Background: an optimization exercise with open tools, aiming at small area, a short achievable clock period and few clock cycles per item. Do not read the settings as production practice. RTL that was checked went through simulation tests only; none was proved equivalent to the original. Function not checked in run 1: the RTL went through the layout flow alone. No activity file was given, so power comes from the tool's default toggle rates.

==> flow/design.v (outline; a module is shown in full before it is edited, if it fits) <==
// module hls_pipe_mul: 1238 lines
// module hls_dot_kernel: 121 lines
module hls_dot_kernel (
  input  logic        clk,
  input  logic        reset,
  input  logic        start,
  input  logic [3:0]  len,
  input  logic        wr_en,
  input  logic        wr_sel,
  input  logic [2:0]  wr_addr,
  input  logic [31:0] wr_data,
  output logic        busy,
  output logic        finished,
  output logic [31:0] return_val
);
  // ...
==> flow/flow/run.sh <==
#!/bin/bash
# The standard layout (the standard.sh, synthesis unchanged), except that
# buffer_ports buffers the ports with buf_4 cells instead of the delay buffer
# it picks by itself. make's whole output goes to flow_make.log; ORFS keeps
# each step's log under orfs/logs/.
set -euo pipefail
bash standard.sh "BUFFER_PORTS_ARGS=-buffer_cell sky130_fd_sc_hd__buf_4" finish > flow_make.log 2>&1
==> flow/standard.sh <==
#!/bin/bash
# synth_recipe.tcl (not shown) runs the flow's synth.tcl, then flattens the netlist and writes it again
# the make line also repeats each setting of config.mk as NAME=value (left out here)
make -C /OpenROAD-flow-scripts/flow DESIGN_CONFIG=/design/flow/config.mk WORK_HOME=/design/flow/orfs CLKGATE_MAP_FILE= SYNTH_SCRIPT=/design/flow/synth_recipe.tcl "${@:-finish}"
==> flow/config.mk <==
export PLATFORM = sky130hd
export DESIGN_NAME = hls_dot_kernel
export DESIGN_NICKNAME = hls_dot_kernel
export VERILOG_FILES = /design/flow/design.v
export SDC_FILE = /design/flow/constraint.sdc
export NUM_CORES = 4
export LEC_CHECK = 0
export CAP_MARGIN = 20
export CORE_MARGIN = 2
export CORE_UTILIZATION = 40
export SETUP_SLACK_MARGIN = 4.6
export SLEW_MARGIN = 20
==> flow/constraint.sdc <==
create_clock -name core_clock -period 8.0 [get_ports {clk}]
set_input_delay 1.6000 -clock core_clock [delete_from_list [all_inputs] [get_ports {clk}]]
set_output_delay 1.6000 -clock core_clock [all_outputs]
set_load 0.01 [all_outputs]
==> summary.txt, run 1 <==
Critical-path cell list: buf_12 > a22oi_2 > xor2_2 > fa_1 > inv_2 > fa_1 > inv_1 > fa_2 > inv_2 > fa_2 > fa_2
Die H: 318 microns
Hold path cells: 0
WL met3: 6280 microns
PnR Total Power: 19.9 mW
Number of synthesized register bits: 774
CP Launch Point: r_two[2]$_DFF_P_
Post-detail-place hpwl: 63,300 microns
Worst vdd ir: 0.000437 V
CTS max path bufs: 3
Final Non-Filler Cells: 4,169
Max_cap viols: 0
Leading cell category by total area: sequential cells
Met3 usage: 3.13%
Setup Crit Path Kind: register to register
Met1 WL: 44,900 microns
Tap cells: 1,287
Placed cell count: 3,943
WHS Endpoint: r_clr2$_DFF_P_
CTS tree: yes
Non-clock buffers, area share: 4.64%
Post-synthesis adder-cell area fraction: 13.4%
Most frequent cells in the layout: 554 x edfxtp_1, 239 x a22oi_1, 219 x xnor2_1
Total grt overflow: 0
Cell Pwr Density: 432 nW/um^2
Main synth FF type: edfxtp_1
RSZ-0062 raised after global routing: yes
Seq/Total Area, Yosys: 53.3%
Ports: 78
CP Capture Point: u_mul.r_s[82]$_DFF_P_
Multi-In Gates: 1,558
Placed inst area: 41,400 sq um
Worst EP required: 8.57 ns
Status: no timing/DRC/antenna violations
Commonest non-fill, non-tap cell in the layout: edfxtp_1
==> module hls_dot_kernel, before the edit <==
module hls_dot_kernel (
  input  logic        clk,
  input  logic        reset,
  input  logic        start,
  input  logic [3:0]  len,
  input  logic        wr_en,
  input  logic        wr_sel,
  input  logic [2:0]  wr_addr,
  input  logic [31:0] wr_data,
  output logic        busy,
  output logic        finished,
  output logic [31:0] return_val
);
  logic [31:0] r_mem_x [8];
  logic [31:0] r_mem_y [8];
  logic        r_busy, r_fin;
  logic [31:0] r_ret;
  logic [7:0]  r_fl;
  logic        r_dirty;
  logic        r_fb_run, r_fb_mark;
  logic [2:0]  r_fb_cnt, r_fb_last;
  logic        r_sh_vld;
  logic [2:0]  r_sh_addr;
  logic [31:0] r_a, r_acc;
  logic [15:0] r_neg, r_one, r_two;    
  logic        r_clr1, r_clr2;         
  logic        r_lat;                  
  logic        w_idle, w_acc_st, w_acc_wr, w_fast, w_fb_st, w_mark, w_mul_y;
  logic [3:0]  w_len_c;
  logic [7:0]  w_mask;
  logic [2:0]  w_raddr;
  logic [31:0] w_b, w_p;
  logic [32:0] w_bx;
  assign w_idle   = !r_busy;
  assign w_acc_st = start && !reset && w_idle;
  assign w_acc_wr = wr_en && !reset && w_idle;
  assign w_len_c  = (len > 4'd8) ? 4'd8 : len;
  assign w_mask   = 8'((9'd1 << w_len_c) - 9'd1);
  assign w_fast   = (w_len_c != 4'd0) && !r_dirty && (r_fl == w_mask) && !wr_en;
  assign w_fb_st  = w_acc_st && !w_fast;
  assign w_mark = (w_acc_st && w_fast) || r_fb_mark;
  always_ff @(posedge clk) begin
    if (w_acc_wr) begin
      if (wr_sel) r_mem_y[wr_addr] <= wr_data;
      else        r_mem_x[wr_addr] <= wr_data;
    end
  end
  assign w_raddr = r_fb_run ? r_fb_cnt : wr_addr;
  assign w_mul_y = r_fb_run ? !(r_sh_vld && r_sh_addr == r_fb_cnt)
                            : (w_acc_st && w_acc_wr && {1'b0, wr_addr} < w_len_c);
  assign w_b  = w_mul_y ? r_mem_y[w_raddr] : ((w_acc_wr && wr_sel && !w_acc_st) ? wr_data : 32'd0);
  assign w_bx = {w_b, 1'b0};
  always_ff @(posedge clk) begin
    r_a <= r_mem_x[w_raddr];
    for (int r = 0; r < 16; r++) begin
      r_neg[r] <= w_bx[2*r+2];
      r_one[r] <= w_bx[2*r+1] ^ w_bx[2*r];
      r_two[r] <= (w_bx[2*r+2] && !w_bx[2*r+1] && !w_bx[2*r]) ||
                  (!w_bx[2*r+2] && w_bx[2*r+1] && w_bx[2*r]);
    end
    r_clr1 <= w_acc_st || r_fb_mark;
    r_clr2 <= r_clr1;
  end
  hls_pipe_mul u_mul (
    .clk  (clk),
    .i_a  (r_a),
    .i_neg(r_neg),
    .i_one(r_one),
    .i_two(r_two),
    .i_acc(r_clr2 ? 32'd0 : r_acc),
    .o_p  (w_p)
  );
  always_ff @(posedge clk) r_acc <= w_p;
  always_ff @(posedge clk) begin
    if (r_lat) r_ret <= w_p;
  end
  always_ff @(posedge clk) begin
    if (reset) begin
      r_busy    <= 1'b0;
      r_fin     <= 1'b0;
      r_lat     <= 1'b0;
      r_fb_run  <= 1'b0;
      r_fb_mark <= 1'b0;
      r_dirty   <= 1'b1;
      r_fl      <= 8'd0;
    end else begin
      r_lat     <= w_mark;
      if (w_acc_st) begin
        r_busy <= 1'b1;
        r_fin  <= 1'b0;
      end else if (r_lat) begin
        r_busy <= 1'b0;
        r_fin  <= 1'b1;
      end
      if (w_acc_st) begin
        r_fb_run  <= !w_fast && (w_len_c != 4'd0);
        r_fb_mark <= !w_fast && (w_len_c == 4'd0);
        r_fb_last <= 3'(w_len_c - 4'd1);
        r_fb_cnt  <= 3'd0;
        r_sh_vld  <= w_acc_wr;
        r_sh_addr <= wr_addr;
      end else begin
        r_fb_mark <= r_fb_run && (r_fb_cnt == r_fb_last);
        if (r_fb_run) begin
          if (r_fb_cnt == r_fb_last) r_fb_run <= 1'b0;
          r_fb_cnt <= r_fb_cnt + 3'd1;
        end
      end
      if (w_acc_st) begin
        r_dirty <= 1'b0;
        r_fl    <= 8'd0;
      end else if (w_acc_wr) begin
        if (r_fl[wr_addr]) r_dirty <= 1'b1;
        if (wr_sel) r_fl[wr_addr] <= 1'b1;
      end
    end
  end
  assign busy       = r_busy;
  assign finished   = r_fin;
  assign return_val = r_ret;
endmodule
==> run 2: changes to the inputs <==
--- a/flow/design.v
+++ b/flow/design.v
@@ -6,17 +6,17 @@
   input  logic        clk,
   input  logic [31:0] i_a,
   input  logic [15:0] i_neg,    
   input  logic [15:0] i_one,
   input  logic [15:0] i_two,
   input  logic [31:0] i_acc,
   output logic [31:0] o_p
 );
-  logic [91:0] r_s;
+  logic [62:0] r_s;
   logic w1, w2, w3, w4, w5, w6, w7, w8, w9, w10, w11, w12, w13, w14, w15, w16, w17, w18, w19, w20, w21, w22, w23, w24, w25, w26, w27, w28, w29, w30, w31, w32, w33, w34, w35, w36, w37, w38, w39, w40, w41, w42, w43, w44, w45, w46, w47, w48, w49, w50, w51, w52, w53, w54, w55, w56, w57, w58, w59, w60, w61, w62, w63, w64, w65, w66, w67, w68, w69, w70, w71, w72, w73, w74, w75, w76, w77, w78, w79, w80, w81, w82, w83, w84, w85, w86, w87, w88, w89, w90, w91, w92, w93, w94, w95, w96, w97, w98, w99, w100, w101, w102, w103, w104, w105, w106, w107, w108, w109, w110, w111, w112, w113, w114, w115, w116, w117, w118, w119, w120, w121, w122, w123, w124, w125, w126, w127, w128, w129, w130, w131, w132, w133, w134, w135, w136, w137, w138, w139, w140, w141, w142, w143, w144, w145, w146, w147, w148, w149, w150, w151, w152, w153, w154, w155, w156, w157, w158, w159, w160, w161, w162, w163, w164, w165, w166, w167, w168, w169, w170, w171, w172, w173, w174, w175, w176, w177, w178, w179, w180, w181, w182, w183, w184, w185, w186, w187, w188, w189, w190, w191, w192, w193, w194, w195, w196, w197, w198, w199, w200, w201, w202, w203, w204, w205, w206, w207, w208, w209, w210, w211, w212, w213, w214, w215, w216, w217, w218, w219, w220, w221, w222, w223, w224, w225, w226, w227, w228, w229, w230, w231, w232, w233, w234, w235, w236, w237, w238, w239, w240, w241, w242, w243, w244, w245, w246, w247, w248, w249, w250, w251, w252, w253, w254, w255, w256, w257, w258, w259, w260, w261, w262, w263, w264, w265, w266, w267, w268, w269, w270, w271, w272, w273, w274, w275, w276, w277, w278, w279, w280, w281, w282, w283, w284, w285, w286, w287, w288, w289, w290, w291, w292, w293, w294, w295, w296, w297, w298, w299, w300, w301, w302, w303, w304, w305, w306, w307, w308, w309, w310, w311, w312, w313, w314, w315, w316, w317, w318, w319, w320, w321, w322, w323, w324, w325, w326, w327, w328, w329, w330, w331, w332, w333, w334, w335, w336, w337, w338, w339, w340, w341, w342, w343, w344, w345, w346, w347, w348, w349, w350, w351, w352, w353, w354, w355, w356, w357, w358, w359, w360, w361, w362, w363, w364, w365, w366, w367, w368, w369, w370, w371, w372, w373, w374, w375, w376, w377, w378, w379, w380, w381, w382, w383, w384, w385, w386, w387, w388, w389, w390, w391, w392, w393, w394, w395, w396, w397, w398, w399, w400, w401, w402, w403, w404, w405, w406, w407, w408, w409, w410, w411, w412, w413, w414, w415, w416, w417, w418, w419, w420, w421, w422, w423, w424, w425, w426, w427, w428, w429, w430, w431, w432, w433, w434, w435, w436, w437, w438, w439, w440, w441, w442, w443, w444, w445, w446, w447, w448, w449, w450, w451, w452, w453, w454, w455, w456, w457, w458, w459, w460, w461, w462, w463, w464, w465, w466, w467, w468, w469, w470, w471, w472, w473, w474, w475, w476, w477, w478, w479, w480, w481, w482, w483, w484, w485, w486, w487, w488, w489, w490, w491, w492, w493, w494, w495, w496, w497, w498, w499, w500, w501, w502, w503, w504, w505, w506, w507, w508, w509, w510, w511, w512, w513, w514, w515, w516, w517, w518, w519, w520, w521, w522, w523, w524, w525, w526, w527, w528, w529, w530, w531, w532, w533, w534, w535, w536, w537, w538, w539, w540, w541, w542, w543, w544, w545, w546, w547, w548, w549, w550, w551, w552, w553, w554, w555, w556, w557, w558, w559, w560, w561, w562, w563, w564, w565, w566, w567, w568, w569, w570, w571, w572, w573, w574, w575, w576, w577, w578, w579, w580, w581, w582, w583, w584, w585, w586, w587, w588, w589, w590, w591, w592, w593, w594, w595, w596, w597, w598, w599, w600, w601, w602, w603, w604, w605, w606, w607, w608, w609, w610, w611, w612, w613, w614, w615, w616, w617, w618, w619, w620, w621, w622, w623, w624, w625, w626, w627, w628, w629, w630, w631, w632, w633, w634, w635, w636, w637, w638, w639, w640, w641, w642, w643, w644, w645, w646, w647, w648, w649, w650, w651, w652, w653, w654, w655, w656, w657, w658, w659, w660, w661, w662, w663, w664, w665, w666, w667, w668, w669, w670, w671, w672, w673, w674, w675, w676, w677, w678, w679, w680, w681, w682, w683, w684, w685, w686, w687, w688, w689, w690, w691, w692, w693, w694, w695, w696, w697, w698, w699, w700, w701, w702, w703, w704, w705, w706, w707, w708, w709, w710, w711, w712, w713, w714, w715, w716, w717, w718, w719, w720, w721, w722, w723, w724, w725, w726, w727, w728, w729, w730, w731, w732, w733, w734, w735, w736, w737, w738, w739, w740, w741, w742, w743, w744, w745, w746, w747, w748, w749, w750, w751, w752, w753, w754, w755, w756, w757, w758, w759, w760, w761, w762, w763, w764, w765, w766, w767, w768, w769, w770, w771, w772, w773, w774, w775, w776, w777, w778, w779, w780, w781, w782, w783, w784, w785, w786, w787, w788, w789, w790, w791, w792, w793, w794, w795, w796, w797, w798, w799, w800;
   assign w1 = ((i_one[0] & i_a[0]) | (i_two[0] & 1'b0)) ^ i_neg[0];
   assign w2 = ((i_one[0] & i_a[1]) | (i_two[0] & i_a[0])) ^ i_neg[0];
   assign w3 = ((i_one[0] & i_a[2]) | (i_two[0] & i_a[1])) ^ i_neg[0];
   assign w4 = ((i_one[0] & i_a[3]) | (i_two[0] & i_a[2])) ^ i_neg[0];
   assign w5 = ((i_one[0] & i_a[4]) | (i_two[0] & i_a[3])) ^ i_neg[0];
   assign w6 = ((i_one[0] & i_a[5]) | (i_two[0] & i_a[4])) ^ i_neg[0];
   assign w7 = ((i_one[0] & i_a[6]) | (i_two[0] & i_a[5])) ^ i_neg[0];
@@ -686,232 +686,203 @@
   assign w671 = (w603 & w605) | (w603 & w606) | (w605 & w606);
   assign w672 = w607 ^ w609 ^ w610;
   assign w673 = (w607 & w609) | (w607 & w610) | (w609 & w610);
   assign w674 = w611 ^ w613 ^ w614;
   assign w675 = (w611 & w613) | (w611 & w614) | (w613 & w614);
   assign w676 = w615 ^ w617 ^ w618;
   assign w677 = (w615 & w617) | (w615 & w618) | (w617 & w618);
   assign w678 = w619 ^ w621 ^ w622;
+  assign w679 = w3 ^ w33;
+  assign w680 = w3 & w33;
+  assign w681 = w4 ^ w34;
+  assign w682 = w4 & w34;
+  assign w683 = w63 ^ i_neg[2] ^ w624;
+  assign w684 = (w63 & i_neg[2]) | (w63 & w624) | (i_neg[2] & w624);
+  assign w685 = w64 ^ w625 ^ w626;
+  assign w686 = (w64 & w625) | (w64 & w626) | (w625 & w626);
+  assign w687 = w526 ^ w627 ^ w628;
+  assign w688 = (w526 & w627) | (w526 & w628) | (w627 & w628);
+  assign w689 = w528 ^ w629 ^ w630;
+  assign w690 = (w528 & w629) | (w528 & w630) | (w629 & w630);
+  assign w691 = w532 ^ w631 ^ w632;
+  assign w692 = (w532 & w631) | (w532 & w632) | (w631 & w632);
+  assign w693 = w536 ^ w633 ^ w634;
+  assign w694 = (w536 & w633) | (w536 & w634) | (w633 & w634);
+  assign w695 = w540 ^ w635 ^ w636;
+  assign w696 = (w540 & w635) | (w540 & w636) | (w635 & w636);
+  assign w697 = w544 ^ w637 ^ w638;
+  assign w698 = (w544 & w637) | (w544 & w638) | (w637 & w638);
+  assign w699 = w548 ^ w639 ^ w640;
+  assign w700 = (w548 & w639) | (w548 & w640) | (w639 & w640);
+  assign w701 = w552 ^ w641 ^ w642;
+  assign w702 = (w552 & w641) | (w552 & w642) | (w641 & w642);
+  assign w703 = w556 ^ w643 ^ w644;
+  assign w704 = (w556 & w643) | (w556 & w644) | (w643 & w644);
+  assign w705 = w560 ^ w645 ^ w646;
+  assign w706 = (w560 & w645) | (w560 & w646) | (w645 & w646);
+  assign w707 = w564 ^ w647 ^ w648;
+  assign w708 = (w564 & w647) | (w564 & w648) | (w647 & w648);
+  assign w709 = w568 ^ w649 ^ w650;
+  assign w710 = (w568 & w649) | (w568 & w650) | (w649 & w650);
+  assign w711 = w572 ^ w651 ^ w652;
+  assign w712 = (w572 & w651) | (w572 & w652) | (w651 & w652);
+  assign w713 = w576 ^ w653 ^ w654;
+  assign w714 = (w576 & w653) | (w576 & w654) | (w653 & w654);
+  assign w715 = w580 ^ w655 ^ w656;
+  assign w716 = (w580 & w655) | (w580 & w656) | (w655 & w656);
+  assign w717 = w584 ^ w657 ^ w658;
+  assign w718 = (w584 & w657) | (w584 & w658) | (w657 & w658);
+  assign w719 = w588 ^ w659 ^ w660;
+  assign w720 = (w588 & w659) | (w588 & w660) | (w659 & w660);
+  assign w721 = w592 ^ w661 ^ w662;
+  assign w722 = (w592 & w661) | (w592 & w662) | (w661 & w662);
+  assign w723 = w596 ^ w663 ^ w664;
+  assign w724 = (w596 & w663) | (w596 & w664) | (w663 & w664);
+  assign w725 = w600 ^ w665 ^ w666;
+  assign w726 = (w600 & w665) | (w600 & w666) | (w665 & w666);
+  assign w727 = w604 ^ w667 ^ w668;
+  assign w728 = (w604 & w667) | (w604 & w668) | (w667 & w668);
+  assign w729 = w608 ^ w669 ^ w670;
+  assign w730 = (w608 & w669) | (w608 & w670) | (w669 & w670);
+  assign w731 = w612 ^ w671 ^ w672;
+  assign w732 = (w612 & w671) | (w612 & w672) | (w671 & w672);
+  assign w733 = w616 ^ w673 ^ w674;
+  assign w734 = (w616 & w673) | (w616 & w674) | (w673 & w674);
+  assign w735 = w620 ^ w675 ^ w676;
+  assign w736 = (w620 & w675) | (w620 & w676) | (w675 & w676);
+  assign w737 = w623 ^ w677 ^ w678;
   always_ff @(posedge clk) begin
       r_s[0] <= w1;
       r_s[1] <= i_neg[0];
       r_s[2] <= w2;
-      r_s[3] <= w3;
-      r_s[4] <= w33;
-      r_s[5] <= i_neg[1];
-      r_s[6] <= w4;
-      r_s[7] <= w34;
-      r_s[8] <= w63;
-      r_s[9] <= i_neg[2];
-      r_s[10] <= w624;
-      r_s[11] <= w64;
-      r_s[12] <= w625;
-      r_s[13] <= w626;
-      r_s[14] <= w526;
-      r_s[15] <= w627;
-      r_s[16] <= w628;
-      r_s[17] <= w528;
-      r_s[18] <= w629;
-      r_s[19] <= w630;
-      r_s[20] <= w532;
-      r_s[21] <= w631;
-      r_s[22] <= w632;
-      r_s[23] <= w536;
-      r_s[24] <= w633;
-      r_s[25] <= w634;
-      r_s[26] <= w540;
-      r_s[27] <= w635;
-      r_s[28] <= w636;
-      r_s[29] <= w544;
-      r_s[30] <= w637;
-      r_s[31] <= w638;
-      r_s[32] <= w548;
-      r_s[33] <= w639;
-      r_s[34] <= w640;
-      r_s[35] <= w552;
-      r_s[36] <= w641;
-      r_s[37] <= w642;
-      r_s[38] <= w556;
-      r_s[39] <= w643;
-      r_s[40] <= w644;
-      r_s[41] <= w560;
-      r_s[42] <= w645;
-      r_s[43] <= w646;
-      r_s[44] <= w564;
-      r_s[45] <= w647;
-      r_s[46] <= w648;
-      r_s[47] <= w568;
-      r_s[48] <= w649;
-      r_s[49] <= w650;
-      r_s[50] <= w572;
-      r_s[51] <= w651;
-      r_s[52] <= w652;
-      r_s[53] <= w576;
-      r_s[54] <= w653;
-      r_s[55] <= w654;
-      r_s[56] <= w580;
-      r_s[57] <= w655;
-      r_s[58] <= w656;
-      r_s[59] <= w584;
-      r_s[60] <= w657;
-      r_s[61] <= w658;
-      r_s[62] <= w588;
-      r_s[63] <= w659;
-      r_s[64] <= w660;
-      r_s[65] <= w592;
-      r_s[66] <= w661;
-      r_s[67] <= w662;
-      r_s[68] <= w596;
-      r_s[69] <= w663;
-      r_s[70] <= w664;
-      r_s[71] <= w600;
-      r_s[72] <= w665;
-      r_s[73] <= w666;
-      r_s[74] <= w604;
-      r_s[75] <= w667;
-      r_s[76] <= w668;
-      r_s[77] <= w608;
-      r_s[78] <= w669;
-      r_s[79] <= w670;
-      r_s[80] <= w612;
-      r_s[81] <= w671;
-      r_s[82] <= w672;
-      r_s[83] <= w616;
-      r_s[84] <= w673;
-      r_s[85] <= w674;
-      r_s[86] <= w620;
-      r_s[87] <= w675;
-      r_s[88] <= w676;
-      r_s[89] <= w623;
-      r_s[90] <= w677;
-      r_s[91] <= w678;
+      r_s[3] <= i_neg[1];
+      r_s[4] <= w679;
+      r_s[5] <= w680;
+      r_s[6] <= w681;
+      r_s[7] <= w682;
+      r_s[8] <= w683;
+      r_s[9] <= w684;
+      r_s[10] <= w685;
+      r_s[11] <= w686;
+      r_s[12] <= w687;
+      r_s[13] <= w688;
+      r_s[14] <= w689;
+      r_s[15] <= w690;
+      r_s[16] <= w691;
+      r_s[17] <= w692;
+      r_s[18] <= w693;
+      r_s[19] <= w694;
+      r_s[20] <= w695;
+      r_s[21] <= w696;
+      r_s[22] <= w697;
+      r_s[23] <= w698;
+      r_s[24] <= w699;
+      r_s[25] <= w700;
+      r_s[26] <= w701;
+      r_s[27] <= w702;
+      r_s[28] <= w703;
+      r_s[29] <= w704;
+      r_s[30] <= w705;
+      r_s[31] <= w706;
+      r_s[32] <= w707;
+      r_s[33] <= w708;
+      r_s[34] <= w709;
+      r_s[35] <= w710;
+      r_s[36] <= w711;
+      r_s[37] <= w712;
+      r_s[38] <= w713;
+      r_s[39] <= w714;
+      r_s[40] <= w715;
+      r_s[41] <= w716;
+      r_s[42] <= w717;
+      r_s[43] <= w718;
+      r_s[44] <= w719;
+      r_s[45] <= w720;
+      r_s[46] <= w721;
+      r_s[47] <= w722;
+      r_s[48] <= w723;
+      r_s[49] <= w724;
+      r_s[50] <= w725;
+      r_s[51] <= w726;
+      r_s[52] <= w727;
+      r_s[53] <= w728;
+      r_s[54] <= w729;
+      r_s[55] <= w730;
+      r_s[56] <= w731;
+      r_s[57] <= w732;
+      r_s[58] <= w733;
+      r_s[59] <= w734;
+      r_s[60] <= w735;
+      r_s[61] <= w736;
+      r_s[62] <= w737;
   end
-  assign w679 = r_s[3] ^ r_s[4];
-  assign w680 = r_s[3] & r_s[4];
-  assign w681 = r_s[6] ^ r_s[7];
-  assign w682 = r_s[6] & r_s[7];
-  assign w683 = r_s[8] ^ r_s[9] ^ r_s[10];
-  assign w684 = (r_s[8] & r_s[9]) | (r_s[8] & r_s[10]) | (r_s[9] & r_s[10]);
-  assign w685 = r_s[11] ^ r_s[12] ^ r_s[13];
-  assign w686 = (r_s[11] & r_s[12]) | (r_s[11] & r_s[13]) | (r_s[12] & r_s[13]);
-  assign w687 = r_s[14] ^ r_s[15] ^ r_s[16];
-  assign w688 = (r_s[14] & r_s[15]) | (r_s[14] & r_s[16]) | (r_s[15] & r_s[16]);
-  assign w689 = r_s[17] ^ r_s[18] ^ r_s[19];
-  assign w690 = (r_s[17] & r_s[18]) | (r_s[17] & r_s[19]) | (r_s[18] & r_s[19]);
-  assign w691 = r_s[20] ^ r_s[21] ^ r_s[22];
-  assign w692 = (r_s[20] & r_s[21]) | (r_s[20] & r_s[22]) | (r_s[21] & r_s[22]);
-  assign w693 = r_s[23] ^ r_s[24] ^ r_s[25];
-  assign w694 = (r_s[23] & r_s[24]) | (r_s[23] & r_s[25]) | (r_s[24] & r_s[25]);
-  assign w695 = r_s[26] ^ r_s[27] ^ r_s[28];
-  assign w696 = (r_s[26] & r_s[27]) | (r_s[26] & r_s[28]) | (r_s[27] & r_s[28]);
-  assign w697 = r_s[29] ^ r_s[30] ^ r_s[31];
-  assign w698 = (r_s[29] & r_s[30]) | (r_s[29] & r_s[31]) | (r_s[30] & r_s[31]);
-  assign w699 = r_s[32] ^ r_s[33] ^ r_s[34];
-  assign w700 = (r_s[32] & r_s[33]) | (r_s[32] & r_s[34]) | (r_s[33] & r_s[34]);
-  assign w701 = r_s[35] ^ r_s[36] ^ r_s[37];
-  assign w702 = (r_s[35] & r_s[36]) | (r_s[35] & r_s[37]) | (r_s[36] & r_s[37]);
-  assign w703 = r_s[38] ^ r_s[39] ^ r_s[40];
-  assign w704 = (r_s[38] & r_s[39]) | (r_s[38] & r_s[40]) | (r_s[39] & r_s[40]);
-  assign w705 = r_s[41] ^ r_s[42] ^ r_s[43];
-  assign w706 = (r_s[41] & r_s[42]) | (r_s[41] & r_s[43]) | (r_s[42] & r_s[43]);
-  assign w707 = r_s[44] ^ r_s[45] ^ r_s[46];
-  assign w708 = (r_s[44] & r_s[45]) | (r_s[44] & r_s[46]) | (r_s[45] & r_s[46]);
-  assign w709 = r_s[47] ^ r_s[48] ^ r_s[49];
-  assign w710 = (r_s[47] & r_s[48]) | (r_s[47] & r_s[49]) | (r_s[48] & r_s[49]);
-  assign w711 = r_s[50] ^ r_s[51] ^ r_s[52];
-  assign w712 = (r_s[50] & r_s[51]) | (r_s[50] & r_s[52]) | (r_s[51] & r_s[52]);
-  assign w713 = r_s[53] ^ r_s[54] ^ r_s[55];
-  assign w714 = (r_s[53] & r_s[54]) | (r_s[53] & r_s[55]) | (r_s[54] & r_s[55]);
-  assign w715 = r_s[56] ^ r_s[57] ^ r_s[58];
-  assign w716 = (r_s[56] & r_s[57]) | (r_s[56] & r_s[58]) | (r_s[57] & r_s[58]);
-  assign w717 = r_s[59] ^ r_s[60] ^ r_s[61];
-  assign w718 = (r_s[59] & r_s[60]) | (r_s[59] & r_s[61]) | (r_s[60] & r_s[61]);
-  assign w719 = r_s[62] ^ r_s[63] ^ r_s[64];
-  assign w720 = (r_s[62] & r_s[63]) | (r_s[62] & r_s[64]) | (r_s[63] & r_s[64]);
-  assign w721 = r_s[65] ^ r_s[66] ^ r_s[67];
-  assign w722 = (r_s[65] & r_s[66]) | (r_s[65] & r_s[67]) | (r_s[66] & r_s[67]);
-  assign w723 = r_s[68] ^ r_s[69] ^ r_s[70];
-  assign w724 = (r_s[68] & r_s[69]) | (r_s[68] & r_s[70]) | (r_s[69] & r_s[70]);
-  assign w725 = r_s[71] ^ r_s[72] ^ r_s[73];
-  assign w726 = (r_s[71] & r_s[72]) | (r_s[71] & r_s[73]) | (r_s[72] & r_s[73]);
-  assign w727 = r_s[74] ^ r_s[75] ^ r_s[76];
-  assign w728 = (r_s[74] & r_s[75]) | (r_s[74] & r_s[76]) | (r_s[75] & r_s[76]);
-  assign w729 = r_s[77] ^ r_s[78] ^ r_s[79];
-  assign w730 = (r_s[77] & r_s[78]) | (r_s[77] & r_s[79]) | (r_s[78] & r_s[79]);
-  assign w731 = r_s[80] ^ r_s[81] ^ r_s[82];
-  assign w732 = (r_s[80] & r_s[81]) | (r_s[80] & r_s[82]) | (r_s[81] & r_s[82]);
-  assign w733 = r_s[83] ^ r_s[84] ^ r_s[85];
-  assign w734 = (r_s[83] & r_s[84]) | (r_s[83] & r_s[85]) | (r_s[84] & r_s[85]);
-  assign w735 = r_s[86] ^ r_s[87] ^ r_s[88];
-  assign w736 = (r_s[86] & r_s[87]) | (r_s[86] & r_s[88]) | (r_s[87] & r_s[88]);
-  assign w737 = r_s[89] ^ r_s[90] ^ r_s[91];
   assign w738 = r_s[0] ^ r_s[1];
   assign w739 = r_s[0] & r_s[1];
   assign w740 = r_s[2] ^ i_acc[1];
   assign w741 = r_s[2] & i_acc[1];
-  assign w742 = r_s[5] ^ i_acc[2] ^ w679;
-  assign w743 = (r_s[5] & i_acc[2]) | (r_s[5] & w679) | (i_acc[2] & w679);
-  assign w744 = i_acc[3] ^ w680 ^ w681;
-  assign w745 = (i_acc[3] & w680) | (i_acc[3] & w681) | (w680 & w681);
-  assign w746 = i_acc[4] ^ w682 ^ w683;
-  assign w747 = (i_acc[4] & w682) | (i_acc[4] & w683) | (w682 & w683);
-  assign w748 = i_acc[5] ^ w684 ^ w685;
-  assign w749 = (i_acc[5] & w684) | (i_acc[5] & w685) | (w684 & w685);
-  assign w750 = i_acc[6] ^ w686 ^ w687;
-  assign w751 = (i_acc[6] & w686) | (i_acc[6] & w687) | (w686 & w687);
-  assign w752 = i_acc[7] ^ w688 ^ w689;
-  assign w753 = (i_acc[7] & w688) | (i_acc[7] & w689) | (w688 & w689);
-  assign w754 = i_acc[8] ^ w690 ^ w691;
-  assign w755 = (i_acc[8] & w690) | (i_acc[8] & w691) | (w690 & w691);
-  assign w756 = i_acc[9] ^ w692 ^ w693;
-  assign w757 = (i_acc[9] & w692) | (i_acc[9] & w693) | (w692 & w693);
-  assign w758 = i_acc[10] ^ w694 ^ w695;
-  assign w759 = (i_acc[10] & w694) | (i_acc[10] & w695) | (w694 & w695);
-  assign w760 = i_acc[11] ^ w696 ^ w697;
-  assign w761 = (i_acc[11] & w696) | (i_acc[11] & w697) | (w696 & w697);
-  assign w762 = i_acc[12] ^ w698 ^ w699;
-  assign w763 = (i_acc[12] & w698) | (i_acc[12] & w699) | (w698 & w699);
-  assign w764 = i_acc[13] ^ w700 ^ w701;
-  assign w765 = (i_acc[13] & w700) | (i_acc[13] & w701) | (w700 & w701);
-  assign w766 = i_acc[14] ^ w702 ^ w703;
-  assign w767 = (i_acc[14] & w702) | (i_acc[14] & w703) | (w702 & w703);
-  assign w768 = i_acc[15] ^ w704 ^ w705;
-  assign w769 = (i_acc[15] & w704) | (i_acc[15] & w705) | (w704 & w705);
-  assign w770 = i_acc[16] ^ w706 ^ w707;
-  assign w771 = (i_acc[16] & w706) | (i_acc[16] & w707) | (w706 & w707);
-  assign w772 = i_acc[17] ^ w708 ^ w709;
-  assign w773 = (i_acc[17] & w708) | (i_acc[17] & w709) | (w708 & w709);
-  assign w774 = i_acc[18] ^ w710 ^ w711;
-  assign w775 = (i_acc[18] & w710) | (i_acc[18] & w711) | (w710 & w711);
-  assign w776 = i_acc[19] ^ w712 ^ w713;
-  assign w777 = (i_acc[19] & w712) | (i_acc[19] & w713) | (w712 & w713);
-  assign w778 = i_acc[20] ^ w714 ^ w715;
-  assign w779 = (i_acc[20] & w714) | (i_acc[20] & w715) | (w714 & w715);
-  assign w780 = i_acc[21] ^ w716 ^ w717;
-  assign w781 = (i_acc[21] & w716) | (i_acc[21] & w717) | (w716 & w717);
-  assign w782 = i_acc[22] ^ w718 ^ w719;
-  assign w783 = (i_acc[22] & w718) | (i_acc[22] & w719) | (w718 & w719);
-  assign w784 = i_acc[23] ^ w720 ^ w721;
-  assign w785 = (i_acc[23] & w720) | (i_acc[23] & w721) | (w720 & w721);
-  assign w786 = i_acc[24] ^ w722 ^ w723;
-  assign w787 = (i_acc[24] & w722) | (i_acc[24] & w723) | (w722 & w723);
-  assign w788 = i_acc[25] ^ w724 ^ w725;
-  assign w789 = (i_acc[25] & w724) | (i_acc[25] & w725) | (w724 & w725);
-  assign w790 = i_acc[26] ^ w726 ^ w727;
-  assign w791 = (i_acc[26] & w726) | (i_acc[26] & w727) | (w726 & w727);
-  assign w792 = i_acc[27] ^ w728 ^ w729;
-  assign w793 = (i_acc[27] & w728) | (i_acc[27] & w729) | (w728 & w729);
-  assign w794 = i_acc[28] ^ w730 ^ w731;
-  assign w795 = (i_acc[28] & w730) | (i_acc[28] & w731) | (w730 & w731);
-  assign w796 = i_acc[29] ^ w732 ^ w733;
-  assign w797 = (i_acc[29] & w732) | (i_acc[29] & w733) | (w732 & w733);
-  assign w798 = i_acc[30] ^ w734 ^ w735;
-  assign w799 = (i_acc[30] & w734) | (i_acc[30] & w735) | (w734 & w735);
-  assign w800 = i_acc[31] ^ w736 ^ w737;
+  assign w742 = r_s[3] ^ r_s[4] ^ i_acc[2];
+  assign w743 = (r_s[3] & r_s[4]) | (r_s[3] & i_acc[2]) | (r_s[4] & i_acc[2]);
+  assign w744 = r_s[5] ^ r_s[6] ^ i_acc[3];
+  assign w745 = (r_s[5] & r_s[6]) | (r_s[5] & i_acc[3]) | (r_s[6] & i_acc[3]);
+  assign w746 = r_s[7] ^ r_s[8] ^ i_acc[4];
+  assign w747 = (r_s[7] & r_s[8]) | (r_s[7] & i_acc[4]) | (r_s[8] & i_acc[4]);
+  assign w748 = r_s[9] ^ r_s[10] ^ i_acc[5];
+  assign w749 = (r_s[9] & r_s[10]) | (r_s[9] & i_acc[5]) | (r_s[10] & i_acc[5]);
+  assign w750 = r_s[11] ^ r_s[12] ^ i_acc[6];
+  assign w751 = (r_s[11] & r_s[12]) | (r_s[11] & i_acc[6]) | (r_s[12] & i_acc[6]);
+  assign w752 = r_s[13] ^ r_s[14] ^ i_acc[7];
+  assign w753 = (r_s[13] & r_s[14]) | (r_s[13] & i_acc[7]) | (r_s[14] & i_acc[7]);
+  assign w754 = r_s[15] ^ r_s[16] ^ i_acc[8];
+  assign w755 = (r_s[15] & r_s[16]) | (r_s[15] & i_acc[8]) | (r_s[16] & i_acc[8]);
+  assign w756 = r_s[17] ^ r_s[18] ^ i_acc[9];
+  assign w757 = (r_s[17] & r_s[18]) | (r_s[17] & i_acc[9]) | (r_s[18] & i_acc[9]);
+  assign w758 = r_s[19] ^ r_s[20] ^ i_acc[10];
+  assign w759 = (r_s[19] & r_s[20]) | (r_s[19] & i_acc[10]) | (r_s[20] & i_acc[10]);
+  assign w760 = r_s[21] ^ r_s[22] ^ i_acc[11];
+  assign w761 = (r_s[21] & r_s[22]) | (r_s[21] & i_acc[11]) | (r_s[22] & i_acc[11]);
+  assign w762 = r_s[23] ^ r_s[24] ^ i_acc[12];
+  assign w763 = (r_s[23] & r_s[24]) | (r_s[23] & i_acc[12]) | (r_s[24] & i_acc[12]);
+  assign w764 = r_s[25] ^ r_s[26] ^ i_acc[13];
+  assign w765 = (r_s[25] & r_s[26]) | (r_s[25] & i_acc[13]) | (r_s[26] & i_acc[13]);
+  assign w766 = r_s[27] ^ r_s[28] ^ i_acc[14];
+  assign w767 = (r_s[27] & r_s[28]) | (r_s[27] & i_acc[14]) | (r_s[28] & i_acc[14]);
+  assign w768 = r_s[29] ^ r_s[30] ^ i_acc[15];
+  assign w769 = (r_s[29] & r_s[30]) | (r_s[29] & i_acc[15]) | (r_s[30] & i_acc[15]);
+  assign w770 = r_s[31] ^ r_s[32] ^ i_acc[16];
+  assign w771 = (r_s[31] & r_s[32]) | (r_s[31] & i_acc[16]) | (r_s[32] & i_acc[16]);
+  assign w772 = r_s[33] ^ r_s[34] ^ i_acc[17];
+  assign w773 = (r_s[33] & r_s[34]) | (r_s[33] & i_acc[17]) | (r_s[34] & i_acc[17]);
+  assign w774 = r_s[35] ^ r_s[36] ^ i_acc[18];
+  assign w775 = (r_s[35] & r_s[36]) | (r_s[35] & i_acc[18]) | (r_s[36] & i_acc[18]);
+  assign w776 = r_s[37] ^ r_s[38] ^ i_acc[19];
+  assign w777 = (r_s[37] & r_s[38]) | (r_s[37] & i_acc[19]) | (r_s[38] & i_acc[19]);
+  assign w778 = r_s[39] ^ r_s[40] ^ i_acc[20];
+  assign w779 = (r_s[39] & r_s[40]) | (r_s[39] & i_acc[20]) | (r_s[40] & i_acc[20]);
+  assign w780 = r_s[41] ^ r_s[42] ^ i_acc[21];
+  assign w781 = (r_s[41] & r_s[42]) | (r_s[41] & i_acc[21]) | (r_s[42] & i_acc[21]);
+  assign w782 = r_s[43] ^ r_s[44] ^ i_acc[22];
+  assign w783 = (r_s[43] & r_s[44]) | (r_s[43] & i_acc[22]) | (r_s[44] & i_acc[22]);
+  assign w784 = r_s[45] ^ r_s[46] ^ i_acc[23];
+  assign w785 = (r_s[45] & r_s[46]) | (r_s[45] & i_acc[23]) | (r_s[46] & i_acc[23]);
+  assign w786 = r_s[47] ^ r_s[48] ^ i_acc[24];
+  assign w787 = (r_s[47] & r_s[48]) | (r_s[47] & i_acc[24]) | (r_s[48] & i_acc[24]);
+  assign w788 = r_s[49] ^ r_s[50] ^ i_acc[25];
+  assign w789 = (r_s[49] & r_s[50]) | (r_s[49] & i_acc[25]) | (r_s[50] & i_acc[25]);
+  assign w790 = r_s[51] ^ r_s[52] ^ i_acc[26];
+  assign w791 = (r_s[51] & r_s[52]) | (r_s[51] & i_acc[26]) | (r_s[52] & i_acc[26]);
+  assign w792 = r_s[53] ^ r_s[54] ^ i_acc[27];
+  assign w793 = (r_s[53] & r_s[54]) | (r_s[53] & i_acc[27]) | (r_s[54] & i_acc[27]);
+  assign w794 = r_s[55] ^ r_s[56] ^ i_acc[28];
+  assign w795 = (r_s[55] & r_s[56]) | (r_s[55] & i_acc[28]) | (r_s[56] & i_acc[28]);
+  assign w796 = r_s[57] ^ r_s[58] ^ i_acc[29];
+  assign w797 = (r_s[57] & r_s[58]) | (r_s[57] & i_acc[29]) | (r_s[58] & i_acc[29]);
+  assign w798 = r_s[59] ^ r_s[60] ^ i_acc[30];
+  assign w799 = (r_s[59] & r_s[60]) | (r_s[59] & i_acc[30]) | (r_s[60] & i_acc[30]);
+  assign w800 = r_s[61] ^ r_s[62] ^ i_acc[31];
   logic [31:0] w_r0, w_r1;
   assign w_r0 = {w799, w797, w795, w793, w791, w789, w787, w785, w783, w781, w779, w777, w775, w773, w771, w769, w767, w765, w763, w761, w759, w757, w755, w753, w751, w749, w747, w745, w743, w741, w739, i_acc[0]};
   assign w_r1 = {w800, w798, w796, w794, w792, w790, w788, w786, w784, w782, w780, w778, w776, w774, w772, w770, w768, w766, w764, w762, w760, w758, w756, w754, w752, w750, w748, w746, w744, w742, w740, w738};
   logic [31:0] w_g0, w_p0;
   assign w_g0 = w_r0 & w_r1;
   assign w_p0 = w_r0 ^ w_r1;
   logic [31:0] w_g1, w_p1;
   assign w_g1[0] = w_g0[0];
@@ -1260,17 +1231,17 @@
   logic [7:0]  r_fl;
   logic        r_dirty;
   logic        r_fb_run, r_fb_mark;
   logic [2:0]  r_fb_cnt, r_fb_last;
   logic        r_sh_vld;
   logic [2:0]  r_sh_addr;
   logic [31:0] r_a, r_acc;
   logic [15:0] r_neg, r_one, r_two;    
-  logic        r_clr1, r_clr2;         
+  logic        r_clr1;                 
   logic        r_lat;                  
   logic        w_idle, w_acc_st, w_acc_wr, w_fast, w_fb_st, w_mark, w_mul_y;
   logic [3:0]  w_len_c;
   logic [7:0]  w_mask;
   logic [2:0]  w_raddr;
   logic [31:0] w_b, w_p;
   logic [32:0] w_bx;
   assign w_idle   = !r_busy;
@@ -1296,28 +1267,27 @@
     r_a <= r_mem_x[w_raddr];
     for (int r = 0; r < 16; r++) begin
       r_neg[r] <= w_bx[2*r+2];
       r_one[r] <= w_bx[2*r+1] ^ w_bx[2*r];
       r_two[r] <= (w_bx[2*r+2] && !w_bx[2*r+1] && !w_bx[2*r]) ||
                   (!w_bx[2*r+2] && w_bx[2*r+1] && w_bx[2*r]);
     end
     r_clr1 <= w_acc_st || r_fb_mark;
-    r_clr2 <= r_clr1;
   end
   hls_pipe_mul u_mul (
     .clk  (clk),
     .i_a  (r_a),
     .i_neg(r_neg),
     .i_one(r_one),
     .i_two(r_two),
-    .i_acc(r_clr2 ? 32'd0 : r_acc),
+    .i_acc(r_acc),
     .o_p  (w_p)
   );
-  always_ff @(posedge clk) r_acc <= w_p;
+  always_ff @(posedge clk) r_acc <= r_clr1 ? 32'd0 : w_p;
   always_ff @(posedge clk) begin
     if (r_lat) r_ret <= w_p;
   end
   always_ff @(posedge clk) begin
     if (reset) begin
       r_busy    <= 1'b0;
       r_fin     <= 1'b0;
       r_lat     <= 1'b0;
==> flow/flow/run.sh (replaced) <==
#!/bin/bash
# The standard layout (standard.sh) with two changes: buffer_ports buffers
# the ports with buf_4 cells instead of the delay buffer it picks by itself,
# and synthesis leaves full and half adders to abc (no ADDER_MAP_FILE) instead
# of mapping them to the slow fa/ha cells. Registers are untouched. make's
# whole output goes to flow_make.log; ORFS keeps each step's log in orfs/logs/.
set -euo pipefail
bash standard.sh "BUFFER_PORTS_ARGS=-buffer_cell sky130_fd_sc_hd__buf_4" "ADDER_MAP_FILE=" finish > flow_make.log 2>&1
==> flow/config.mk (replaced) <==
export PLATFORM = sky130hd
export DESIGN_NAME = hls_dot_kernel
export DESIGN_NICKNAME = hls_dot_kernel
export VERILOG_FILES = /design/flow/design.v
export SDC_FILE = /design/flow/constraint.sdc
export NUM_CORES = 4
export LEC_CHECK = 0
export CAP_MARGIN = 20
export CORE_MARGIN = 2
export CORE_UTILIZATION = 40
export SETUP_SLACK_MARGIN = 5
export SLEW_MARGIN = 20
==> run 2 against run 1 <==
Utilization grew 3.5 points. Critical path depth fell by 1. Synthesized cell count grew 14%. Cell count grew 12%. Clock power down 3%. Largest power group unchanged.
==> summary.txt, run 2 <==
Status: no timing/DRC/antenna violations
Multi-input logic area: 21,300 sq um
PnR Total Power: 20.3 mW (+2.1%)
Register Area: 20,600 sq um
Detailed-route vias per instance: 5.53
Vias in the first global route: 25,200
R2r setup slk: 4.71 ns
Buf+Inv Stages, Crit Path: 0
Number of synthesized register bits: 744 (-3.9%)
WL/cell: 23.9 microns
Die H: 321 microns (+0.75%)
Ports: 78 (unchanged)
Tightest Pin Transition: 0.950 ns
Initial Utilization: 40.2%
Gpl congestion: 0.809
Pins Over Slew Limit: 0
H-tree depth: 3
# port buffers: 77
EDFF count, synth: 554
Netlist cell types: 66
Worst path max stage delay: 0.41 ns
Worst slack, placed: 3.26 ns
Drt initial violations: 2,368
RR Endpoint: r_acc[30]$_SDFF_PP0_
Final min period: 3.29 ns
CP Launch Point: u_mul.r_s[24]$_DFF_P_
CTS root buf: clkbuf_16
Setup violations, final: 0
Commonest cells in the synthesized netlist: 591 x xnor2_1, 554 x edfxtp_1, 260 x a22oi_1
Metal2 WL: 53,900 microns
CTS max path bufs: 3 (unchanged)
Ant diodes: 0
Leakage: 17.0 nW
Final Core Density: 50.4%
Routed via count: 25,900
CTS tree: yes
Worst hold path class: register to register
Post-DRT Antenna Nets: 0
Layout cell share with drive strength beyond 1: 31.6%
Placed cell count: 4,350 (+10%)
Core ar.: 99,700 sq um
Post-route setup slack: 4.71 ns
Reg2Reg Depth: 10
Setup TNS: 0 ns
Worst slew margin: 36.3%
FMAX: 0.304 GHz
Met1 WL: 47,100 microns (+5.0%)
Worst setup EP type: register
Mapped cell area: 40,100 sq um
Final nets: 3,360
Avg Cell Area, Syn: 12.9 sq um
Seq/Total Area, Yosys: 51.0% (-2.3 points)
Critical-path top delay cell: xnor3_2
Total grt overflow: 0 (unchanged)
Largest net degree at the start of global routing: 65
Worst path arrival time: 3.85 ns
Post-detail-place hpwl: 62,900 microns (-0.61%)
Registers with the most flip-flops: r_mem_x x256, r_mem_y x256, u_mul.r_s x63
Max Used Layer: met4
Clock sinks: 744
Critical Path Start Type: register
Residual DRC count: 0
DRT Pass-1 Iters: 5
Worst path top cell family by delay: compound AO/OA/AOI/OAI gates
Most frequent cells in the layout: 554 x edfxtp_1, 504 x xnor2_1, 225 x a22oi_1
Final Skew: 0.0421 ns
CTS Buf Count: 81
Leading area contributor after synthesis: edfxtp_1
WL final: 112,000 microns
Top-count cell post-synth: xnor2_1
Final period utilization: 41.1%
Worst vdd ir: 0.000284 V (-35%)
Main synth FF type: edfxtp_1
CP Capture Point: r_acc[30]$_SDFF_PP0_
Hold path startpoint: r_fb_mark$_SDFF_PP0_
Commonest non-fill, non-tap cell in the layout: edfxtp_1
WL met3: 6640 microns (+5.7%)
GR Util All Layers: 20.8%
Die area: 103,000 sq um
Worst EP required: 8.56 ns (about the same)
Rows: 116
Top cell type's share of synthesized area: 41.5%
CP max FO: 3
Top post-synthesis cells by area: edfxtp_1 42%, xnor2_1 13%, dfxtp_1 9.5%
Mapped Cells: 3,112
Syn nets: 3,156
Area growth syn-to-layout: 25.3%
Die X: 321 microns
Fillcell total: 8,363
Async SR Flop Fraction: 0%
Final Non-Filler Cells: 4,682 (+12%)
Final Hold Vio Count: 0
Critical-path cell list: xnor3_2 > or3_1 > a21o_1 > a211o_1 > a2111o_1 > a21o_4 > a41oi_4 > o22ai_2 > or3_4 > a21oi_4
WP depth: 10
Clock latency on the worst-skew pair: 0.67 ns
Synthesis Warnings: 2
FF-to-FF Start: u_mul.r_s[24]$_DFF_P_
Setup Crit Path Kind: register to register
Initial antenna violation count: 1
First-pass GRT wire length: 161,000 microns
RSZ-0062 raised after global routing: yes
Cell Pwr Density: 404 nW/um^2 (-6.4%)
Max_cap viols: 0 (unchanged)
Clock Pin Slew Worst Setup and Hold Paths: 0.06 ns
run 2: cell families after synthesis:
family / count (synthesis) / synth area share, %
xor+xnor: 796 / 19.0
flops: 744 / 51.0
compound gates: 525 / 8.98
simple gates: 428 / 4.90
buf+inv: 233 / 2.31
mux: 209 / 9.38
fa+ha+maj: 177 / 4.43
run 2: repair_timing:
action,4_1_cts,5_1_grt
endpoints found under the hold margin,0,0
hold buffers,0,0
resized for setup,306,353
pin swaps,101,137
setup buffers,68,83
endpoints found under the setup margin,141,115
gates cloned,19,11
run 2: where the power goes:
| part | switching, mW | internal, mW | leakage (nW) |
|---|---|---|---|
| sequential | 0.409 | 4.75 | 6.60 |
| clock | 1.58 | 2.17 | 1.30 |
| combinational | 5.60 | 5.80 | 9.11 |
run 2: how the worst min path moves through the flow:
stage | endpoint | cells past startpoint
6_report | r_lat$_SDFF_PP0_ | 2
4_1_cts | r_lat$_SDFF_PP0_ | 2
5_1_grt | r_lat$_SDFF_PP0_ | 2
2_1_floorplan | u_mul.r_s[1]$_DFF_P_ | 0
3_3_place_gp | r_fin$_SDFFE_PP0P_ | 1
3_5_place_dp | r_lat$_SDFF_PP0_ | 2
run 2: area by class of cell:
class	instances	share of cell area [%]
clock buffer	124	4.72
clock inverter	27	0.675
inverter	43	0.349
multi-input combinational	2136	42.5
sequential	744	41.1
tap	1298	3.23
timing repair buffer	310	7.50
run 2: layer usage:
| layer | GRT usage [%] | up-vias |
|---|---|---|
| met5 | 0 | - |
| li1 | - | 11900 |
| met2 | 34.7 | 808 |
| met1 | 27.6 | 13000 |
| met4 | 6.72 | 0 |
| met3 | 3.21 | 215 |
run 2: worst register-to-register path, cell delays in order, from the launching register on:
cell      delay, ns
dfxtp_2        0.32
xnor3_2        0.41
or3_1          0.33
a21o_1         0.21
a211o_1        0.33
a2111o_1       0.40
a21o_4         0.23
a41oi_4        0.27
o22ai_2        0.13
or3_4          0.41
a21oi_4        0.18
run 2: stage by stage:
stage | hold WS, ns | cell area, sq um
2_1_floorplan | 0.326 | 40800
3_3_place_gp | 0.450 | 42400
3_5_place_dp | 0.456 | 42400
4_1_cts | 0.476 | 47400
5_1_grt | 0.497 | 50200
6_report | 0.468 | 50200
Testbench counts of run 2, summed over its fixed seeds: cycles 4,726, items 384.
==> run 3: changes to the inputs <==
--- a/flow/config.mk
+++ b/flow/config.mk
@@ -9,4 +9,6 @@
 export CORE_MARGIN = 2
 export CORE_UTILIZATION = 40
-export SETUP_SLACK_MARGIN = 5
+export CTS_CLUSTER_DIAMETER = 50
+export CTS_CLUSTER_SIZE = 30
+export SETUP_SLACK_MARGIN = 4.6
 export SLEW_MARGIN = 20
==> run 3 against run 2 <==
Still clean. Flip-flop and latch count unchanged. Register-to-register slack got worse by 0.13 ns. Die area unchanged. Cell count decreased by 3.2%. Maximum frequency decreased by 3.7%. Largest power group unchanged.
==> summary.txt, run 3 <==
Status: no timing/DRC/antenna violations
CP Launch Point: r_neg[3]$_DFF_P_
Clock latency on the worst-skew pair: 0.70 ns (+0.03 ns)
CTS max path bufs: 3 (unchanged)
Seq/Total Area, Yosys: 51.0% (unchanged)
Critical Path Start Type: register
Setup TNS: 0 ns (unchanged)
Setup violations, final: 0 (unchanged)
Placed cell count: 4,354 (+0.092%)
Main synth FF type: edfxtp_1
DRT Pass-1 Iters: 5 (unchanged)
Post-DRT Antenna Nets: 0 (unchanged)
Rows: 116 (unchanged)
Die H: 321 microns (unchanged)
Pins Over Slew Limit: 0 (unchanged)
Largest net degree at the start of global routing: 129 (+98%)
Placed inst area: 42,300 sq um (about the same)
Syn nets: 3,156 (unchanged)
Ports: 78 (unchanged)
CTS root buf: clkbuf_16
Max_cap viols: 0 (unchanged)
Hold Buf Count CTS: 0 (unchanged)
CP max FO: 26 (+23)
FMAX: 0.293 GHz (-3.7%)
Layout cell share with drive strength beyond 1: 19.6% (-12 points)
Top post-synthesis cells by area: edfxtp_1 42%, xnor2_1 13%, dfxtp_1 9.5%
Top cell type's share of synthesized area: 41.5% (unchanged)
# port buffers: 77 (unchanged)
Leakage: 15.2 nW (-10%)
Avg Cell Area, Syn: 12.9 sq um (unchanged)
Clock sinks: 744 (unchanged)
RSZ-0062 raised after global routing: yes
FF-to-FF Start: r_neg[3]$_DFF_P_
GR Util All Layers: 19.7% (-1.1 points)
Leading area contributor after synthesis: edfxtp_1
Number of synthesized register bits: 744 (unchanged)
Worst slew margin: 37.3% (+1.0 points)
Cell Pwr Density: 398 nW/um^2 (-1.5%)
Initial Utilization: 40.2% (unchanged)
Async SR Flop Fraction: 0% (unchanged)
Worst vdd ir: 0.000230 V (-19%)
Worst path arrival time: 3.95 ns (+0.10 ns)
EDFF count, synth: 554 (unchanged)
Commonest cells in the synthesized netlist: 591 x xnor2_1, 554 x edfxtp_1, 260 x a22oi_1
CTS tree: yes
Detailed-route vias per instance: 5.47 (-0.96%)
Drt initial violations: 1,960 (-17%)
Ant diodes: 0 (unchanged)
Clock Pin Slew Worst Setup and Hold Paths: 0.08 ns (+0.02 ns)
Tightest Pin Transition: 0.940 ns (-0.0102 ns)
CP Capture Point: u_mul.r_s[61]$_DFF_P_
PnR Total Power: 18.4 mW (-9.3%)
Final Skew: 0.0610 ns (+0.0189 ns)
Setup Crit Path Kind: register to register
Reg2Reg Depth: 10 (unchanged)
Total grt overflow: 0 (unchanged)
R2r setup slk: 4.58 ns (-0.13 ns)
Mapped cell area: 40,100 sq um (unchanged)
Area growth syn-to-layout: 15.4%
RR Endpoint: u_mul.r_s[61]$_DFF_P_
Most frequent cells in the layout: 575 x xnor2_1, 554 x edfxtp_1, 253 x a22oi_1
Core ar.: 99,700 sq um (unchanged)
Register Area: 20,500 sq um (-0.47%)
Commonest non-fill, non-tap cell in the layout: xnor2_1
Vias in the first global route: 24,700 (-1.9%)
Die X: 321 microns (unchanged)
H-tree depth: 3 (unchanged)
Die area: 103,000 sq um (unchanged)
Final Core Density: 46.4% (-4.0 points)
Fin area: 46,200 sq um (-7.9%)
Synthesis Warnings: 2 (unchanged)
Multi-input logic area: 19,400 sq um (-8.9%)
Netlist cell types: 66 (unchanged)
Final period utilization: 42.7% (+1.6 points)
Routed via count: 24,800 (-4.2%)
Registers with the most flip-flops: r_mem_x x256, r_mem_y x256, u_mul.r_s x63
WL/cell: 22.6 microns (-5.1%)
Final nets: 3,207 (-4.6%)
Post-detail-place hpwl: 63,000 microns (+0.23%)
Worst EP required: 8.54 ns (-0.02 ns)
First-pass GRT wire length: 154,000 microns (-4.4%)
Top-count cell post-synth: xnor2_1
Gpl congestion: 0.785 (-3.0%)
Residual DRC count: 0 (unchanged)
Final Hold Vio Count: 0 (unchanged)
Final Non-Filler Cells: 4,530 (-3.2%)
Mapped Cells: 3,112 (unchanged)
WL final: 103,000 microns (-8.2%)
Worst setup EP type: register
Initial antenna violation count: 3 (+2)
CTS Buf Count: 81 (unchanged)
Final min period: 3.42 ns (+0.128 ns)
Fillcell total: 8,802 (+5.2%)
Worst hold path class: register to register
## run 3: cell counts after synthesis
Identical to the previous run, type by type.
## run 3: per-stage QoR
step                setup slack, ns  hold slack, ns
floorplan                      4.51           0.326
global placement               3.37           0.443
detailed placement             3.38           0.460
CTS                            4.56           0.474
global route                   4.51           0.491
finish                         4.58           0.468
## run 3: power by group
part	leakage [nW]	internal, mW	switching [mW]
registers	6.58	4.74	0.389
logic	7.29	4.56	4.82
clock network	1.37	2.14	1.76
## run 3: worst min path at each step
stage | startpoint | end | slack (ns) | depth (start not counted)
floorplan | r_neg[0]$_DFF_P_ | u_mul.r_s[1]$_DFF_P_ | 0.33 | 0
global placement | r_fb_mark$_SDFF_PP0_ | r_lat$_SDFF_PP0_ | 0.44 | 2
detailed placement | r_fb_mark$_SDFF_PP0_ | r_lat$_SDFF_PP0_ | 0.46 | 2
CTS | r_fb_mark$_SDFF_PP0_ | r_lat$_SDFF_PP0_ | 0.47 | 2
global route | r_fin$_SDFFE_PP0P_ | r_fin$_SDFFE_PP0P_ | 0.49 | 1
finish | r_fb_mark$_SDFF_PP0_ | r_lat$_SDFF_PP0_ | 0.47 | 2
## run 3: timing repair
item | in CTS | in global routing
endpoints found under the setup margin | 93 | 55
pin swaps | 15 | 28
endpoints found under the hold margin | 0 | 0
resized for setup | 91 | 95
gates cloned | 3 | 5
setup buffers | 5 | 10
## run 3: kinds of logic (layout without fill, tap and decap cells)
kind of cell	count (synthesis)	count (layout)	synth area share, %
multiplexers	209	209	9.38
XOR/XNOR	796	796	19.0
adder cells (fa/ha/maj)	177	177	4.43
AO/OA/AOI/OAI	525	525	8.98
buffers and inverters	233	353	2.31
flip-flops	744	744	51.0
AND/OR/NAND/NOR	428	428	4.90
## run 3: per-layer routing
layer	global-route usage [%]	wire length, microns
met1	26.8	45600
met5	0	40
met4	5.71	2170
met2	32.5	48700
met3	3.04	6090
## run 3: cell type report
cell class                      count  share of cell area, %
Clock buffer                       90                   4.48
Clock inverter                     62                   1.69
Inverter                           43                  0.349
Multi-Input combinational cell   2135                   42.0
Sequential cell                   744                   44.4
Tap cell                         1298                   3.51
Timing Repair Buffer              158                   3.58
## run 3: worst max-delay path, cell delays in order (launching register included)
cell      delay, ns
dfxtp_1        0.33
clkbuf_8       0.34
xor2_1         0.26
xor3_2         0.54
xnor2_2        0.17
xnor2_2        0.21
xnor3_2        0.33
maj3_2         0.35
xnor2_2        0.14
xnor2_1        0.16
maj3_1         0.36
==> run 4: changes to the inputs <==
--- a/flow/config.mk
+++ b/flow/config.mk
@@ -9,6 +9,4 @@
 export CORE_MARGIN = 2
 export CORE_UTILIZATION = 40
-export CTS_CLUSTER_DIAMETER = 50
-export CTS_CLUSTER_SIZE = 30
 export SETUP_SLACK_MARGIN = 4.6
 export SLEW_MARGIN = 20
==> run 4 against run 3 <==
Critical path depth is 1 higher. Sequential share of layout area increased by 0.24 points. Setup slack improved by 0.066 ns. Register-to-register slack improved by 0.07 ns. Cell area fell by 0.52%. First-iteration DRC count is 5.8% lower. Area after synthesis did not move. Highest routed layer unchanged. Routed wire length increased by 0.68%. Combinational power is essentially flat. Largest power group unchanged. Global-route usage is 0.084 points higher. Critical endpoint unchanged. Die area stayed put. Clock power shrank 7.4%. Still clean on timing, DRC and antenna.
==> summary.txt, run 4 <==
Area growth syn-to-layout: 14.8%
Critical-path cell list: buf_12 > a22oi_2 > xor2_1 > xor3_2 > xnor2_2 > xnor2_2 > xnor3_2 > maj3_2 > xnor2_2 > xnor2_1 > maj3_1
Final nets: 3,206 (-0.031%)
Setup Crit Path Kind: register to register
Max Used Layer: met5
Die X: 321 microns (unchanged)
Gpl congestion: 0.785 (unchanged)
Top post-synthesis cells by area: edfxtp_1 42%, xnor2_1 13%, dfxtp_1 9.5%
Post-DRT Antenna Nets: 0 (unchanged)
First-pass GRT wire length: 155,000 microns (+0.32%)
Critical Path Start Type: register
EDFF count, synth: 554 (unchanged)
Mapped Cells: 3,112 (unchanged)
RSZ-0062 raised after global routing: yes
Residual DRC count: 0 (unchanged)
Combinational share of power: 51.7% (+0.7 points)
Critical-path top delay cell: xor3_2
Die area: 103,000 sq um (unchanged)
WL final: 103,000 microns (+0.68%)
Clock latency on the worst-skew pair: 0.66 ns (-0.04 ns)
Worst vdd ir: 0.000228 V (-0.65%)
CP max FO: 13 (-50%)
Tightest Pin Transition: 1.10 ns (+0.161 ns)
Vias in the first global route: 24,700 (-0.33%)
Worst EP required: 8.52 ns (-0.02 ns)
Initial Utilization: 40.2% (unchanged)
Final Core Density: 46.1% (-0.24 points)
Mapped cell area: 40,100 sq um (unchanged)
Worst path arrival time: 3.87 ns (-0.08 ns)
CTS Buf Count: 81 (unchanged)
Netlist cell types: 66 (unchanged)
Commonest cells in the synthesized netlist: 591 x xnor2_1, 554 x edfxtp_1, 260 x a22oi_1
Layout cell share with drive strength beyond 1: 19.4% (-0.27 points)
Clock Pin Slew Worst Setup and Hold Paths: 0.06 ns (-0.02 ns)
Worst hold path class: register to register
Hold Buf Count CTS: 0 (unchanged)
Switching power: 6.74 mW (-3.3%)
P_int: 11.4 mW (-0.71%)
Ports: 78 (unchanged)
Max_cap viols: 0 (unchanged)
WL met3: 6060 microns (-0.48%)
Final min period: 3.35 ns (-0.0665 ns)
Post-detail-place hpwl: 63,000 microns (unchanged)
Top-count cell post-synth: xnor2_1
Routed via count: 24,900 (+0.32%)
Syn nets: 3,156 (unchanged)
Synthesis Warnings: 2 (unchanged)
WL/cell: 22.8 microns (+0.70%)
Pins Over Slew Limit: 0 (unchanged)
DRT Pass-1 Iters: 7 (+2)
Setup violations, final: 0 (unchanged)
Number of synthesized register bits: 744 (unchanged)
Avg Cell Area, Syn: 12.9 sq um (unchanged)
# port buffers: 77 (unchanged)
Worst setup EP type: register
Main synth FF type: edfxtp_1
Die H: 321 microns (unchanged)
Seq/Total Area, Yosys: 51.0% (unchanged)
CTS max path bufs: 3 (unchanged)
Drt initial violations: 1,847 (-5.8%)
CTS tree: yes
Critical Path Most Common Cell: xnor2_2
Largest net degree at the start of global routing: 129 (unchanged)
H-tree depth: 3 (unchanged)
Final Skew: 0.0241 ns (-0.0369 ns)
Fillcell total: 8,822 (+0.23%)
CTS root buf: clkbuf_16
Placed inst area: 42,300 sq um (unchanged)
Met1 WL: 45,900 microns (+0.67%)
Setup TNS: 0 ns (unchanged)
Status: no timing/DRC/antenna violations
GR Util All Layers: 19.7% (+0.084 points)
Fin area: 46,000 sq um (-0.52%)
Worst slack, placed: 3.38 ns (unchanged)
Initial antenna violation count: 3 (unchanged)
Top cell type's share of synthesized area: 41.5% (unchanged)
Sw Ratio: 37.2% (-0.62 points)
Worst path max stage delay: 0.54 ns (about the same)
Async SR Flop Fraction: 0% (unchanged)
Total grt overflow: 0 (unchanged)
Metal2 WL: 48,900 microns (+0.58%)
Final Hold Vio Count: 0 (unchanged)
FMAX: 0.299 GHz (+2.0%)
Leakage: 15.2 nW (-0.59%)
Leading area contributor after synthesis: edfxtp_1
Registers with the most flip-flops: r_mem_x x256, r_mem_y x256, u_mul.r_s x63
Worst slew margin: 26.4% (-11 points)
Core ar.: 99,700 sq um (unchanged)
Sequential Power Share: 28.3% (+0.5 points)
Detailed-route vias per instance: 5.49 (+0.34%)
Clock power share: 19.9% (-1.3 points)
Final period utilization: 41.9% (-0.83 points)
Post-route setup slack: 4.65 ns (+0.0665 ns)
Most frequent cells in the layout: 575 x xnor2_1, 554 x edfxtp_1, 251 x a22oi_1
Commonest non-fill, non-tap cell in the layout: xnor2_1
Clock sinks: 744 (unchanged)
Rows: 116 (unchanged)
Cell Pwr Density: 394 nW/um^2 (-1.2%)
-- run 4: worst paths after layout --
kind / start / endpoint / slack [ns] / cells past startpoint
setup reg to reg: r_two[3]$_DFF_P_ / u_mul.r_s[61]$_DFF_P_ / 4.65 / 11
hold / removal: r_fb_mark$_SDFF_PP0_ / r_lat$_SDFF_PP0_ / 0.47 / 2
setup / recovery: r_two[3]$_DFF_P_ / u_mul.r_s[61]$_DFF_P_ / 4.65 / 11
hold reg to reg: r_fb_mark$_SDFF_PP0_ / r_lat$_SDFF_PP0_ / 0.47 / 2
-- run 4: repair_timing --
item                                    CTS  global route
gates cloned                              4             6
setup buffers                             7             6
endpoints found under the setup margin   87            52
pin swaps                                14            28
resized for setup                        90            95
-- run 4: cell type report --
type	count	area [sq um]	area share, %
flip-flops and latches	744	20500	44.6
multi-input cells	2135	19400	42.2
clock buffers	106	2230	4.86
repair buffers	157	1660	3.62
well taps	1298	1620	3.53
clock inverters	45	354	0.770
inverters	43	161	0.351
diodes	1	2.50	0.00544
-- run 4: kinds of logic (layout without fill, tap and decap cells) --
family / count (synthesis) / count (layout) / synth area share, %
multiplexers: 209 / 209 / 9.38
adder cells (fa/ha/maj): 177 / 177 / 4.43
other: 0 / 1 / 0
AND/OR/NAND/NOR: 428 / 428 / 4.90
buffers and inverters: 233 / 351 / 2.31
AO/OA/AOI/OAI: 525 / 525 / 8.98
XOR/XNOR: 796 / 796 / 19.0
flip-flops: 744 / 744 / 51.0
-- run 4: critical path, delay by kind of cell (launching register included) --
family / cells / cell delay (ns)
adders and majority gates: 2 / 0.72
xor gates and xnor gates: 7 / 1.77
AOI/OAI and AO/OA: 1 / 0.17
DFF: 1 / 0.38
buffers and inverters: 1 / 0.16
-- run 4: metal layers --
| layer | vias up | track usage [%] |
|---|---|---|
| met4 | 4 | 5.79 |
| met3 | 145 | 3.05 |
| met2 | 733 | 32.7 |
| met1 | 12400 | 26.8 |
| met5 | - | 0 |
| li1 | 11600 | - |
-- run 4: power groups by stage --
| stage | combinational [mW] | sequential, mW | clock (mW) |
|---|---|---|---|
| after floorplan | 7.42 | 5.01 | 0 |
| after global placement | 8.80 | 5.17 | 0 |
| after CTS | 9.17 | 5.11 | 3.71 |
| after detailed placement | 8.90 | 5.18 | 0 |
| final | 9.36 | 5.13 | 3.61 |
| after global routing | 10.3 | 5.17 | 3.86 |
-- run 4: through the flow --
step           hold WS (ns)  cells  total power, mW
6_report              0.470   4529             18.1
5_1_grt               0.491   4528             19.3
4_1_cts               0.475   4516             18.0
3_5_place_dp          0.460   4354             14.1
3_3_place_gp          0.443   4354             14.0
2_1_floorplan         0.326   3112             12.4

==> static timing again, ports no longer ideal <==
In the flow no input, the clock included, has a driving cell. The finished layouts below were timed again as built, in two steps.
Step 1 (the two cells are an assumption about what drives the block):
set clk [get_ports {clk}]
set_driving_cell -lib_cell sky130_fd_sc_hd__clkbuf_16 $clk
set_driving_cell -lib_cell sky130_fd_sc_hd__buf_2 [delete_from_list [all_inputs] $clk]
Step 2 adds t to the input delays and takes it off the output delays; t is the mean of the earliest and latest rising clock arrival at the registers after step 1. Input paths then give back, and output paths get back, about the clock's delay inside the block.
a / b / c = no drivers / after step 1 / after step 2; a / b = the first two.
run	t, ns	setup WS [ns]	worst register clock-pin slew, ns	worst data-port slew with drivers (ns)
run 1	0.706	4.488 / 4.488 / 4.008	0.07 / 0.07	0.14
run 2	0.712	4.712 / 4.712 / 4.125	0.07 / 0.07	0.16
run 3	0.734	4.584 / 4.584 / 4.039	0.08 / 0.08	0.13
run 4	0.710	4.651 / 4.651 / 4.052	0.06 / 0.06	0.11
After both steps setup and hold are still met in every run listed. For run 4, which loses most, drivers alone change the setup slack by 0.000 ns; drivers and shift together by -0.599 ns.
